Context: an optimization exercise on an open-source flow, tuned for small area. The choices shown serve that exercise and are no tape-out recipe. The RTL was checked by simulation tests, not by an equivalence proof against the original design. Power is estimated from default activity; no workload was simulated.

### flow/config.mk
export PLATFORM = sky130hd
export DESIGN_NAME = mipsCore
export DESIGN_NICKNAME = mipsCore
export VERILOG_FILES = /design/flow/design.v
export SDC_FILE = /design/flow/constraint.sdc
export NUM_CORES = 4
export LEC_CHECK = 0
export CAP_MARGIN = 20
export CORE_MARGIN = 2
export CORE_UTILIZATION = 40
export SLEW_MARGIN = 20
### flow/constraint.sdc
create_clock -name core_clock -period 10.0 [get_ports {clock}]
set_input_delay 2.0000 -clock core_clock [delete_from_list [all_inputs] [get_ports {clock}]]
set_output_delay 2.0000 -clock core_clock [all_outputs]
set_load 0.01 [all_outputs]
### flow/design.v
`timescale 1ns/1ps
package isaPkg;
	typedef enum logic [5:0] {
		opSpecial = 6'b000000,
		opJ = 6'b000010,
		opBeq = 6'b000100,
		opBne = 6'b000101,
		opLui = 6'b001111,
		opLw = 6'b100011,
		opLbu = 6'b100100,
		opSb = 6'b101000,
		opSw = 6'b101011
	} opcodeT;
	typedef enum logic [5:0] {
		fnBreak = 6'b001101,
		fnAdd = 6'b100000,
		fnSub = 6'b100010,
		fnAnd = 6'b100100,
		fnXor = 6'b100110
	} functT;
	typedef struct packed {
		opcodeT opcode;
		logic [5-1:0] rs;
		logic [5-1:0] rt;
		logic [5-1:0] rd;
		logic [4:0] shamt;
		functT funct;
	} rFormatT;
	typedef struct packed {
		opcodeT opcode;
		logic [5-1:0] rs;
		logic [5-1:0] rt;
		logic [15:0] imm;
	} iFormatT;
	typedef union packed {
		rFormatT r;
		iFormatT i;
	} instrWord;
endpackage
`timescale 1ns/1ps
package ctrlPkg;
	typedef enum logic [3:0] {
		stReset,
		stFetch,
		stDecode,
		stMemAddr,
		stMemRead,
		stLoadWriteBack,
		stMemWrite,
		stRExec,
		stRWriteBack,
		stOverflow,
		stBranch,
		stJump,
		stLui,
		stHalt
	} ctrlStateT;
	typedef enum logic [2:0] {
		aluAdd = 3'b001,
		aluSub = 3'b010,
		aluAnd = 3'b011,
		aluXor = 3'b110,
		aluLui = 3'b111
	} aluOpT;
	typedef enum logic {srcAPc, srcARegA} srcASelT;
	typedef enum logic [1:0] {srcBRegB, srcBStep, srcBImm, srcBBranch} srcBSelT;
	typedef enum logic [1:0] {pcAluResult, pcAluOut, pcJumpTarget, pcExcVector} pcSrcT;
	typedef enum logic {wbAluOut, wbLoadData} wbSrcT;
	typedef enum logic {accWord, accByte} accessSizeT;
endpackage
`timescale 1ns/1ps
`timescale 1ns/1ps
`timescale 1ns/1ps
`timescale 1ns/1ps
`timescale 1ns/1ps
`timescale 1ns/1ps
module mipsCore (
	input logic clock,
	input logic reset,
	input logic [32-1:0] wbDatR,
	input logic wbAck,
	output logic [32-1:0] wbAdr,
	output logic [32-1:0] wbDatW,
	output logic [3:0] wbSel,
	output logic wbWe,
	output logic wbCyc,
	output logic wbStb,
	output logic halted
);
	typedef enum logic [3:0] {
		sClear, sFetch, sDec, sEx1, sEx2, sLReq, sLWait, sLW2,
		sSExtra, sSReq, sSWait, sSW2, sHalt
	} stateT;
	typedef enum logic [2:0] {
		cNop, cAddSub, cLogic, cLui, cJ, cBr, cLoad, cStore
	} clsT;
	stateT state, nextState;
	clsT cls;
	logic [3:0] ph;
	logic [31:0] ar, ir, irn;  
	assign ir = ~irn;
	logic z;
	logic [4:0] xa, xb;
	logic sgn, isByte, flag, cInc, cAdd;
	logic [1:0] rdA, rdB;
	logic [63:0] lowBits;
	logic we, clr;
	logic [4:0] widx;
	logic [1:0] wd;
	assign lowBits[1:0] = 2'b00;
	genvar g;
	generate
		for (g = 1; g < 32; g++) begin : gReg
			logic sel;
			logic [31:0] r;
			assign sel = clr || (we && widx == g);
			assign lowBits[2*g +: 2] = r[1:0];
			always_ff @(posedge clock)
				r <= {sel ? (clr ? 2'b00 : wd) : r[1:0], r[31:2]};
		end
	endgenerate
	assign rdA = lowBits[{xa, 1'b0} +: 2];
	assign rdB = lowBits[{xb, 1'b0} +: 2];
	logic [1:0] ir2, ar2;
	logic [1:0] incOut;
	logic incIn, incCo;
	logic [1:0] ax, ay, sum;
	logic cin, c1, c2;
	logic [1:0] lane;
	logic [3:0] start;
	logic [1:0] nlane;
	assign ir2 = ir[1:0];
	assign ar2 = ar[1:0];
	assign incIn = (ph == 4'd1) || (cInc && ph != 4'd0);
	assign {incCo, incOut} = {1'b0, ar2} + {2'b00, incIn};
	always_comb begin
		ax = rdA;
		ay = rdB;
		cin = (ph == 4'd0) ? 1'b0 : cAdd;
		case (cls)
			cLoad, cStore: ay = (ph < 4'd8) ? ir2 : {2{sgn}};
			cBr: begin
				ax = ar2;
				ay = (ph == 4'd0) ? 2'b00 : (ph <= 4'd8) ? ir2 : {2{sgn}};
			end
			cJ: begin
				ax = (ph >= 4'd14) ? ar2 : 2'b00;
				ay = (ph == 4'd0 || ph >= 4'd14) ? 2'b00 : ir2;
			end
			default: if (ir[1]) begin
				ay = ~rdB;
				if (ph == 4'd0)
					cin = 1'b1;
			end
		endcase
	end
	assign {c1, sum[0]} = ax[0] + ay[0] + cin;
	assign {c2, sum[1]} = ax[1] + ay[1] + c1;
	logic [1:0] irLane;
	assign z = (xb == 5'd0);
	assign irLane = ir[{xa[1:0], 3'b000} +: 2];
	assign lane = (isByte && !z) ? ar[1:0] : 2'b00;
	assign nlane = 2'b00 - lane;
	assign start = {nlane, 2'b00};
	logic irLoad, irSh, arSh, fetchAck;
	logic [1:0] arIn, irIn;
	clsT dCls;
	logic [5:0] op, fn;
	always_comb begin
		op = wbDatR[31:26];
		fn = wbDatR[5:0];
		dCls = cNop;
		case (op)
			6'h00: case (fn)
				6'h20, 6'h22: dCls = cAddSub;
				6'h24, 6'h26: dCls = cLogic;
				default: dCls = cNop;
			endcase
			6'h02: dCls = cJ;
			6'h04, 6'h05: dCls = cBr;
			6'h0F: dCls = cLui;
			6'h23, 6'h24: dCls = cLoad;
			6'h28, 6'h2B: dCls = cStore;
			default: dCls = cNop;
		endcase
	end
	assign fetchAck = (state == sFetch) && wbAck;
	assign widx = (cls == cAddSub || cls == cLogic) ? ir[15:11] : xb;
	always_comb begin
		nextState = state;
		irLoad = 1'b0;
		irSh = 1'b0;
		arSh = 1'b0;
		arIn = incOut;
		irIn = rdB;
		we = 1'b0;
		wd = sum;
		clr = 1'b0;
		case (state)
			sClear: begin
				clr = 1'b1;
				arSh = 1'b1;
				arIn = 2'b00;
				if (ph == 4'd15)
					nextState = sFetch;
			end
			sFetch: if (wbAck) begin
				irLoad = 1'b1;
				if (wbDatR[31:26] == 6'h00 && wbDatR[5:0] == 6'h0D)
					nextState = sHalt;
				else if (ph == 4'd15)
					nextState = sEx1;
				else
					nextState = sDec;
			end
			sDec: if (ph == 4'd15)
				nextState = sEx1;
			sEx1: begin
				arSh = 1'b1;
				case (cls)
					cLogic: begin
						we = 1'b1;
						wd = ir[1] ? (rdA ^ rdB) : (rdA & rdB);
					end
					cLui: begin
						we = 1'b1;
						wd = ph[3] ? ir2 : 2'b00;
						irSh = ph[3];
					end
					cLoad, cStore: begin
						arIn = sum;
						irSh = 1'b1;
						if (z)
							irIn = incOut;
						we = !z;
						wd = incOut;
					end
					default: ;
				endcase
				if (ph == 4'd15)
					case (cls)
						cAddSub, cJ: nextState = sEx2;
						cBr: nextState = ((flag && rdA == rdB) != ir[26]) ? sEx2 : sFetch;
						cLoad: nextState = sLReq;
						cStore: nextState = (isByte && !z && ar[3:2] != 2'b00) ? sSExtra : sSReq;
						default: nextState = sFetch;
					endcase
			end
			sEx2: begin
				if (cls == cBr || cls == cJ) begin
					arSh = 1'b1;
					arIn = sum;
					irSh = (ph != 4'd0);
				end else if (flag) begin
					arSh = 1'b1;
					arIn = (ph == 4'd3) ? 2'b10 : 2'b00;  
				end else begin
					we = 1'b1;
				end
				if (ph == 4'd15)
					nextState = sFetch;
			end
			sLReq: if (wbAck) begin
				irLoad = !z;
				nextState = (ph == 4'd15) ? sLW2 : sLWait;
			end
			sLWait: if (ph == 4'd15)
				nextState = sLW2;
			sLW2: begin
				irSh = 1'b1;
				we = !z;
				wd = (isByte && ph >= 4'd4) ? 2'b00 : irLane;
				arSh = 1'b1;
				arIn = z ? ir2 : rdB;
				if (ph == 4'd15)
					nextState = sFetch;
			end
			sSExtra: begin
				irSh = 1'b1;
				irIn = ir2;
				if (ph == start - 4'd1)
					nextState = sSReq;
			end
			sSReq: if (wbAck)
				nextState = (ph == 4'd15) ? sSW2 : sSWait;
			sSWait: if (ph == 4'd15)
				nextState = sSW2;
			sSW2: begin
				arSh = 1'b1;
				arIn = z ? ir2 : rdB;
				irSh = 1'b1;
				irIn = ir2;
				we = !z;
				wd = irLane;
				if (ph == 4'd15)
					nextState = sFetch;
			end
			sHalt: ;
			default: nextState = sFetch;
		endcase
	end
	always_ff @(posedge clock) begin
		if (reset) begin
			state <= sClear;
			ph <= 4'd0;
		end else begin
			state <= nextState;
			ph <= ph + 4'd1;
		end
	end
	always_ff @(posedge clock) begin
		if (irLoad)
			irn <= ~wbDatR;
		else if (irSh)
			irn <= {~irIn, irn[31:2]};
		if (arSh)
			ar <= {arIn, ar[31:2]};
		if (state == sSReq || state == sLReq)
			xa[1:0] <= lane;
		if (fetchAck) begin
			xa <= wbDatR[25:21];
			xb <= wbDatR[20:16];
			sgn <= wbDatR[15];
			cls <= dCls;
			isByte <= ~wbDatR[27];
		end
		cInc <= incCo;
		cAdd <= c2;
		if (cls == cBr)
			flag <= (rdA == rdB) && (flag || ph == 4'd0);
		else if (state == sEx1 && ph == 4'd15)
			flag <= c1 ^ c2;
	end
	assign wbAdr = ar;
	assign wbDatW = ~(irn | {32{z}});
	assign wbSel = (isByte && (state == sLReq || state == sSReq)) ? (4'b0001 << ar[1:0]) : 4'b1111;
	assign wbWe = (state == sSReq);
	assign wbCyc = (state == sFetch || state == sLReq || state == sSReq);
	assign wbStb = wbCyc;
	assign halted = (state == sHalt);
endmodule
### flow/flow/run.sh
#!/bin/bash
# The standard layout (standard.sh) with two placement/CTS options changed:
# ports are buffered with buf_1 instead of the default cell, and CTS
# clusters sinks into larger groups without inserting dummy loads.
set -eo pipefail
cp standard.sh standard_sh_copy.txt
export BUFFER_PORTS_ARGS="-buffer_cell sky130_fd_sc_hd__buf_1"
export CTS_ARGS="-sink_clustering_enable -repair_clock_nets -dont_use_dummy_load -buf_list sky130_fd_sc_hd__clkbuf_4 -sink_clustering_size 12 -sink_clustering_max_diameter 35"
bash standard.sh > standard.log 2>&1
### flow/standard.sh
#!/bin/bash
# synth_recipe.tcl (not shown) runs the flow's synth.tcl, then flattens the netlist and writes it again
# the make line also repeats each setting of config.mk as NAME=value (left out here)
make -C /OpenROAD-flow-scripts/flow DESIGN_CONFIG=/design/flow/config.mk WORK_HOME=/design/flow/orfs CLKGATE_MAP_FILE= SYNTH_SCRIPT=/design/flow/synth_recipe.tcl "${@:-finish}"
==> results of run 1 <==
-- logic make-up (layout without fill, tap and decap cells) --
kind of cell,after synthesis,after routing,share of synthesized area
flip-flops,1082,1082,0.838
AND/OR/NAND/NOR,312,312,0.0515
AO/OA/AOI/OAI,137,137,0.0344
multiplexers,118,118,0.0567
buffers and inverters,69,267,0.0111
XOR/XNOR,10,10,0.00355
adder cells (fa/ha/maj),9,9,0.00476
other,0,7,0
-- cell usage in the layout (no fill, tap or decap), drive strengths merged, types with 7 or more instances in the layout --
cell / n
dfxtp: 1002
a21oi: 11
inv: 18
buf: 118
nor2: 92
diode: 7
clkbuf: 131
mux4: 26
a221oi: 7
ha: 7
edfxtp: 80
nand3: 14
nand2b: 10
mux2: 10
and2: 7
o21ai: 58
o31ai: 8
nor3: 16
nand2: 137
nor2b: 11
mux2i: 82
-- worst register-to-register path, stage by stage, from the launching register on --
cell	delay, ns
edfxtp_1	0.32
buf_4	0.40
mux4_2	0.59
mux2i_1	0.21
a221oi_1	0.13
a311oi_2	0.51
xor2_1	0.19
o21ai_1	0.10
fa_1	0.44
fa_1	0.57
o22ai_1	0.11
o21ai_2	0.14
buf_4	0.36
mux2i_1	0.15
-- report_power, final --
| group | switching (W) | internal, W | leakage, nW |
|---|---|---|---|
| Combinational | 0.000451 | 0.000193 | 1.60 |
| Clock | 0.00120 | 0.000605 | 0.603 |
| Sequential | 0.000139 | 0.00455 | 8.84 |
-- path summary, 6_finish.rpt --
check	slack, ns	endpoint	cells after the start
worst min-delay path	0.24	gReg[31].r[13]	0
worst min register to register	0.24	gReg[31].r[13]	0
worst max-delay path	5.13	wbDatW[4]	5
worst max register to register	5.65	gReg[30].r[31]	13
-- registers in the layout, summed over array words and instances (netlist names), 3 cells and up --
signal  cells
xb          5
state       4
irn        32
ph          4
xa          5
cls         3
gReg.r    992
ar         32
-- routing by layer --
layer  track usage  wire (um)  part of all wire  up-vias
li1              -          -                 -     6193
met1         0.190      22700              0.48     6026
met2         0.203      20000              0.42      410
met3        0.0505       3270             0.069      118
met4        0.0632       1730             0.036        0
met5             0          0                 0        -
-- per-stage QoR --
step | std cells | worst slack [ns] | util
floorplan | 1737 | 5.99 | -
global placement | 2666 | 5.79 | 0.426
detailed placement | 2666 | 5.64 | 0.426
CTS | 2797 | 5.00 | 0.441
global route | 2801 | 4.93 | 0.442
finish | 2806 | 5.13 | 0.442
-- area by class of cell --
class / instances / share of cell area
tap: 864 / 0.0370
inverter: 18 / 0.00231
timing repair buffer: 118 / 0.0181
antenna: 7 / 0.000600
clock buffer: 131 / 0.0337
sequential: 1082 / 0.769
multi-input combinational: 586 / 0.139
==> run_results.csv, run 1 <==
group,metric,value,unit
timing,rsz0062_at_grt,"no",
die,chipHeight,263,um
global_routing,grt_overflow_total,0,
timing,worstMarginPinSlew,0.972,ns
timing,timing.final.crit_share,0.487,
clock_tree,root_buffer,"clkbuf_4",
routing,drt_iter0_drc,742,
timing,skew,0.110,ns
global_routing,grt_use_total,0.141,
placement,hpwl,31800,um
placement,dpl_cell_area,28100,um^2
routing,dr_total_vias,12747,
die,die_w,263,um
worst_hold_path,hold_class,"reg2reg",
worst_hold_path,hp-start,"gReg[31].r[15]",
clock_tree,cts_max_level,4,
synthesis,async_reset_ff_frac,0,
cells_and_area,fin_area,29200,um^2
critical_path,worstPathRequired,8.00,ns
critical_path,cp_top_family,"simple AND/OR/NAND/NOR gates",
timing,holdWs,0.242,ns
critical_path,crit_top_cell,"nor2_1",
synthesis,avgSynthCellArea,15.4,um^2
power,ir_worst_vdd,104,uV
critical_path,cp_max_fo,36,
power,total_leakage_power,11.0,nW
clock_tree,post_cts_buffers,0,
timing,max_freq,205,MHz
synthesis,ys_warn_count,1,
die,die_area,69100,um^2
die,start_util,0.405,
timing,hold_viol,0,
cells_and_area,final_layout_size_suffix_gt1_frac,0.0997,
synthesis,synth_top_area_share,0.748,
cells_and_area,syn_to_final_growth,8.95,%
synthesis,yosysUniqueCellTypes,71,
clock_tree,insertion_delay,0.98,ns
synthesis,seq_area_frac_synth,0.838,
synthesis,synth.most_common_cell,"dfxtp_1",
routing,ant_nets,0,
outcome,status,"no timing/DRC/antenna violations",
cells_and_area,fin_nets,1981,
clock_tree,clock_path_buffers,3,
power,total_power,0.00714,W
critical_path,critPathMaxStageDelay,0.64,ns
clock_tree,cts_buffers,131,
synthesis,yosysTopAreaCell,"dfxtp_1",
synthesis,synth.top_cells.by_area,"dfxtp_1 (75%), edfxtp_1 (9.0%), mux2i_1 (3.1%)",
synthesis,yosys_register_bits,1082,
global_routing,grt_pass1_wl,72900,um
timing,post-route-min-period,4.87,ns
critical_path,crit_type,"reg2out",
die,pin_count,107,
timing,setup_violations,0,
critical_path,cp_num_buf_inv,2,
global_routing,antenna_found_initial,4,
routing,drtPass1Iterations,5,
critical_path,cp-end-kind,"primary output",
placement,place_congestion,0.863,
routing,wl_per_cell,17.0,um
power,cellPowerDensity,244,nW/um^2
clock_tree,cts_resized,0,
routing,viasPerCell,4.54,
global_routing,grt_pass1_vias,12515,
routing,drt_wl_total,47700,um
routing,drc,0,
die,coreArea,66100,um^2
synthesis,synth.net_count,1781,
critical_path,worst_setup_path_start_kind,"flop",
flow_run,cap_viol_max_count,0,
critical_path,path_cells,"nor2_1 -> and2_1 -> buf_4 -> nor2_1 -> buf_1",
clock_tree,hold_buffers,0,
critical_path,crit_arrival,2.87,ns
timing,slew_viol_final,0,
synthesis,synth_edf_count,80,
timing,max_slew_margin,0.352,
synthesis,netlist_top_cells_count,"dfxtp_1 (1002), nand2_1 (137), nor2_1 (91)",
cells_and_area,multi_input_area,4060,um^2
clock_tree,cts_num_sinks,1082,
clock_tree,cts_tree,"done",
placement,portBuffers,106,
critical_path,reg2reg_from,"xb[0]",
cells_and_area,seq_area,22500,um^2
critical_path,startpoint,"xb[2]",
die,num_rows,94,
timing,setup_tns,0,ns
synthesis,ys.flop_type,"dfxtp_1",
clock_tree,path_clk_slew,0.11,ns
synthesis,netlist_area,26800,um^2
critical_path,slowest_stage,"edfxtp_1",
cells_and_area,num-fill-cells,5935,
synthesis,syn-instance-count,1737,
global_routing,grt_max_degree,66,
==> run 2, diff against run 1 <==
--- a/flow/flow/run.sh
+++ b/flow/flow/run.sh
@@ -7,3 +7,3 @@
 export BUFFER_PORTS_ARGS="-buffer_cell sky130_fd_sc_hd__buf_1"
-export CTS_ARGS="-sink_clustering_enable -repair_clock_nets -dont_use_dummy_load -buf_list sky130_fd_sc_hd__clkbuf_4 -sink_clustering_size 12 -sink_clustering_max_diameter 35"
+export CTS_ARGS="-sink_clustering_enable -repair_clock_nets -dont_use_dummy_load -buf_list sky130_fd_sc_hd__clkbuf_4 -sink_clustering_size 12 -sink_clustering_max_diameter 40"
 bash standard.sh > standard.log 2>&1
--- a/flow/config.mk
+++ b/flow/config.mk
@@ -10,2 +10,3 @@
 export CORE_UTILIZATION = 40
+export PLACE_DENSITY = 0.8
 export SLEW_MARGIN = 20
==> run 2 against run 1 <==
  * Still clean on timing, DRC and antenna
  * Global-route usage about the same
  * Via count up 0.13%
  * Clock power down 8%
  * Maximum frequency up 0.63%
  * Clock skew down 0.023 ns
  * Clock-buffer cell count down 22
  * Critical endpoint is now wbDatW[31]
==> run_results.csv, run 2 <==
group,metric,value,unit
clock_tree,post_cts_buffers,0,
global_routing,grt_pass1_vias,12784,
timing,setup_violations,0,
timing,timing.final.crit_share,0.484,
power,total_power,0.00699,W
timing,max_freq,207,MHz
clock_tree,hold_buffers,0,
timing,slew_viol_final,0,
die,start_util,0.405,
routing,drc,0,
routing,ant_nets,0,
critical_path,cp-end-kind,"primary output",
clock_tree,cts_num_sinks,1082,
routing,dr_total_vias,12763,
critical_path,worst_setup_path_start_kind,"flop",
clock_tree,cts_max_level,3,
power,ir_worst_vdd,119,uV
routing,drt_iter0_drc,925,
synthesis,avgSynthCellArea,15.4,um^2
synthesis,yosys_register_bits,1082,
placement,portBuffers,106,
synthesis,yosysTopAreaCell,"dfxtp_1",
power,clock_power_share,0.237,
synthesis,synthXorXnorAreaFrac,0.00355,
cells_and_area,reg.largest.list,"gReg.r: 992 flops, ar: 32 flops, irn: 32 flops",
routing,drt_wl_total,48600,um
global_routing,grt_max_degree,66,
synthesis,netlist_area,26800,um^2
clock_tree,cts_resized,0,
power,power.internal,0.00524,W
synthesis,synth_adder_area_share,0.00476,
timing,hold_viol,0,
routing,drtPass1Iterations,5,
clock_tree,path_clk_slew,0.11,ns
clock_tree,cts_tree,"done",
timing,worst_slack,5.16,ns
synthesis,ys_warn_count,1,
global_routing,grt_pass1_wl,74100,um
global_routing,grt_overflow_total,0,
synthesis,synth.most_common_cell,"dfxtp_1",
clock_tree,insertion_delay,0.88,ns
power,seqPwrFrac,0.671,
clock_tree,cts_buffers,109,
synthesis,netlist_top_cells_count,"dfxtp_1 (1002), nand2_1 (137), nor2_1 (91)",
synthesis,async_reset_ff_frac,0,
routing,viasPerCell,4.59,
placement,place_ws,5.10,ns
synthesis,syn-instance-count,1737,
timing,skew,0.0871,ns
synthesis,seq_area_frac_synth,0.838,
placement,hpwl,33600,um
timing,setup_tns,0,ns
die,pin_count,107,
synthesis,synthSimpleGateAreaFrac,0.0515,
placement,numPlacedInstances,2664,
timing,worstMarginPinSlew,1.09,ns
clock_tree,clock_path_buffers,3,
flow_run,cap_viol_max_count,0,
cells_and_area,final_cell_mix,"dfxtp_1 (1002), nand2_1 (135), clkbuf_4 (109), buf_1 (106), nor2_1 (91)",
cells_and_area,layout_commonest_cell,"dfxtp_1",
critical_path,crit_arrival,2.84,ns
timing,max_slew_margin,0.273,
worst_hold_path,hold_class,"reg2reg",
synthesis,synth_edf_count,80,
power,switching_share,0.251,
cells_and_area,top_register,"gReg.r",
cells_and_area,largest_reg_flops,992,
synthesis,muxShareOfSynthArea,0.0567,
timing,rsz0062_at_grt,"no",
synthesis,synth_top_area_share,0.748,
cells_and_area,final_layout_size_suffix_gt1_frac,0.0880,
outcome,status,"no timing/DRC/antenna violations",
routing,wl_per_cell,17.5,um
placement,place_congestion,0.842,
cells_and_area,num-fill-cells,5766,
cells_and_area,syn_to_final_growth,8.13,%
timing,post-route-min-period,4.84,ns
global_routing,antenna_found_initial,3,
critical_path,worstPathRequired,8.00,ns
power,p_switching,0.00175,W
die,die_w,263,um
cells_and_area,fin_nets,1956,
power,cellPowerDensity,241,nW/um^2
clock_tree,root_buffer,"clkbuf_4",
cells_and_area,final_cells,2781,
die,coreArea,66100,um^2
power,total_leakage_power,10.9,nW
die,num_rows,94,
die,chipHeight,263,um
synthesis,ys.flop_type,"dfxtp_1",
synthesis,synth.top_cells.by_area,"dfxtp_1 (75%), edfxtp_1 (9.0%), mux2i_1 (3.1%)",
synthesis,synth_compound_area_frac,0.0344,
power,combPwrFrac,0.092,
synthesis,synth.net_count,1781,
die,die_area,69100,um^2
critical_path,cp_max_fo,36,
synthesis,yosysUniqueCellTypes,71,
global_routing,grt_use_total,0.141,
critical_path,crit_type,"reg2out",
synthesis,synth_top_family_by_area,"multiplexers",
[run 2: cell counts after synthesis]
No cell type changed its count.
[run 2: metal layers]
metal | vias to the layer above | track usage | share of wire
li1 | 6135 | - | -
met1 | 6144 | 0.188 | 0.46
met2 | 415 | 0.230 | 0.47
met3 | 69 | 0.0338 | 0.058
met4 | 0 | 0.0366 | 0.015
met5 | - | 0 | 0
[run 2: per-stage QoR]
step / hold slack (ns) / instance area (um^2) / util
6_report: 0.265 / 29000 / 0.438
5_1_grt: 0.264 / 29000 / 0.438
4_1_cts: 0.260 / 28900 / 0.438
3_5_place_dp: 0.312 / 28100 / 0.426
3_3_place_gp: 0.310 / 28100 / 0.426
2_1_floorplan: 0.310 / 26800 / -
[run 2: path summary, 6_finish.rpt]
check                      start  slack (ns)             end  cells past startpoint
setup / recovery           xb[1]        5.16      wbDatW[31]                      5
hold / removal    gReg[31].r[27]        0.26  gReg[31].r[25]                      0
hold reg to reg   gReg[31].r[27]        0.26  gReg[31].r[25]                      0
setup reg to reg           xb[1]        5.39  gReg[22].r[31]                     12
[run 2: kinds of logic (layout without fill, tap and decap cells)]
kind of cell	count (synthesis)	in the layout
muxes	118	118
other	0	7
adders and majority gates	9	9
DFF	1082	1082
and+or+nand+nor	312	312
AOI/OAI and AO/OA	137	137
xor gates and xnor gates	10	10
buffers and inverters	69	242
[run 2: power groups by stage]
stage / Sequential [W] / Clock [W] / Combinational [W]
after floorplan: 0.00474 / 0 / 0.000403
after global placement: 0.00479 / 0 / 0.000625
after detailed placement: 0.00479 / 0 / 0.000636
after CTS: 0.00470 / 0.00173 / 0.000636
after global routing: 0.00471 / 0.00190 / 0.000697
final: 0.00469 / 0.00166 / 0.000642
[run 2: cell type report]
cell class                      instances  area (um^2)  area share
Clock buffer                          109          818      0.0282
Multi-Input combinational cell        586         4060       0.140
Timing Repair Buffer                  115          473      0.0163
Sequential cell                      1082        22500       0.775
Tap cell                              864         1080      0.0373
Antenna cell                            7         17.5    0.000604
Inverter                               18         67.6     0.00233
[run 2: worst max-delay path, stage by stage, from the launching register on]
cell,delay (ns)
edfxtp_1,0.73
nor2_1,0.40
and2_1,0.18
buf_4,0.39
nor2_1,0.12
buf_1,0.15

## afterwards: timing with drivers on the ports
In the flow no input, the clock included, has a driving cell. The finished layouts below were timed again as built, in two steps.
Step 1: set_driving_cell puts a clkbuf_16 on clock and a buf_2 on each other input, an assumption about the parent block.
Step 2 moves the port delays by t, midway between the first and last clock arrival at a register: inputs arrive t later, outputs are due t later. That takes back most of the time a late clock gives input paths.
a / b / c = ideal / step 1 / step 2; a / b = the first two.
run | shift t [ns] | setup WS [ns] | clock arrival spread, ns | slew at the worst register clock pin (ns) | worst slew at a driven data input, ns
run 1 | 0.975 | 5.128 / 5.072 / 5.649 | 0.128 / 0.128 | 0.11 / 0.11 | 0.07
run 2 | 0.896 | 5.159 / 5.106 / 5.131 | 0.102 / 0.102 | 0.12 / 0.12 | 0.09
After both steps setup and hold are still met in every run listed. The setup slack of run 2, which loses most, moves by -0.053 ns with the drivers and by -0.028 ns with both steps.
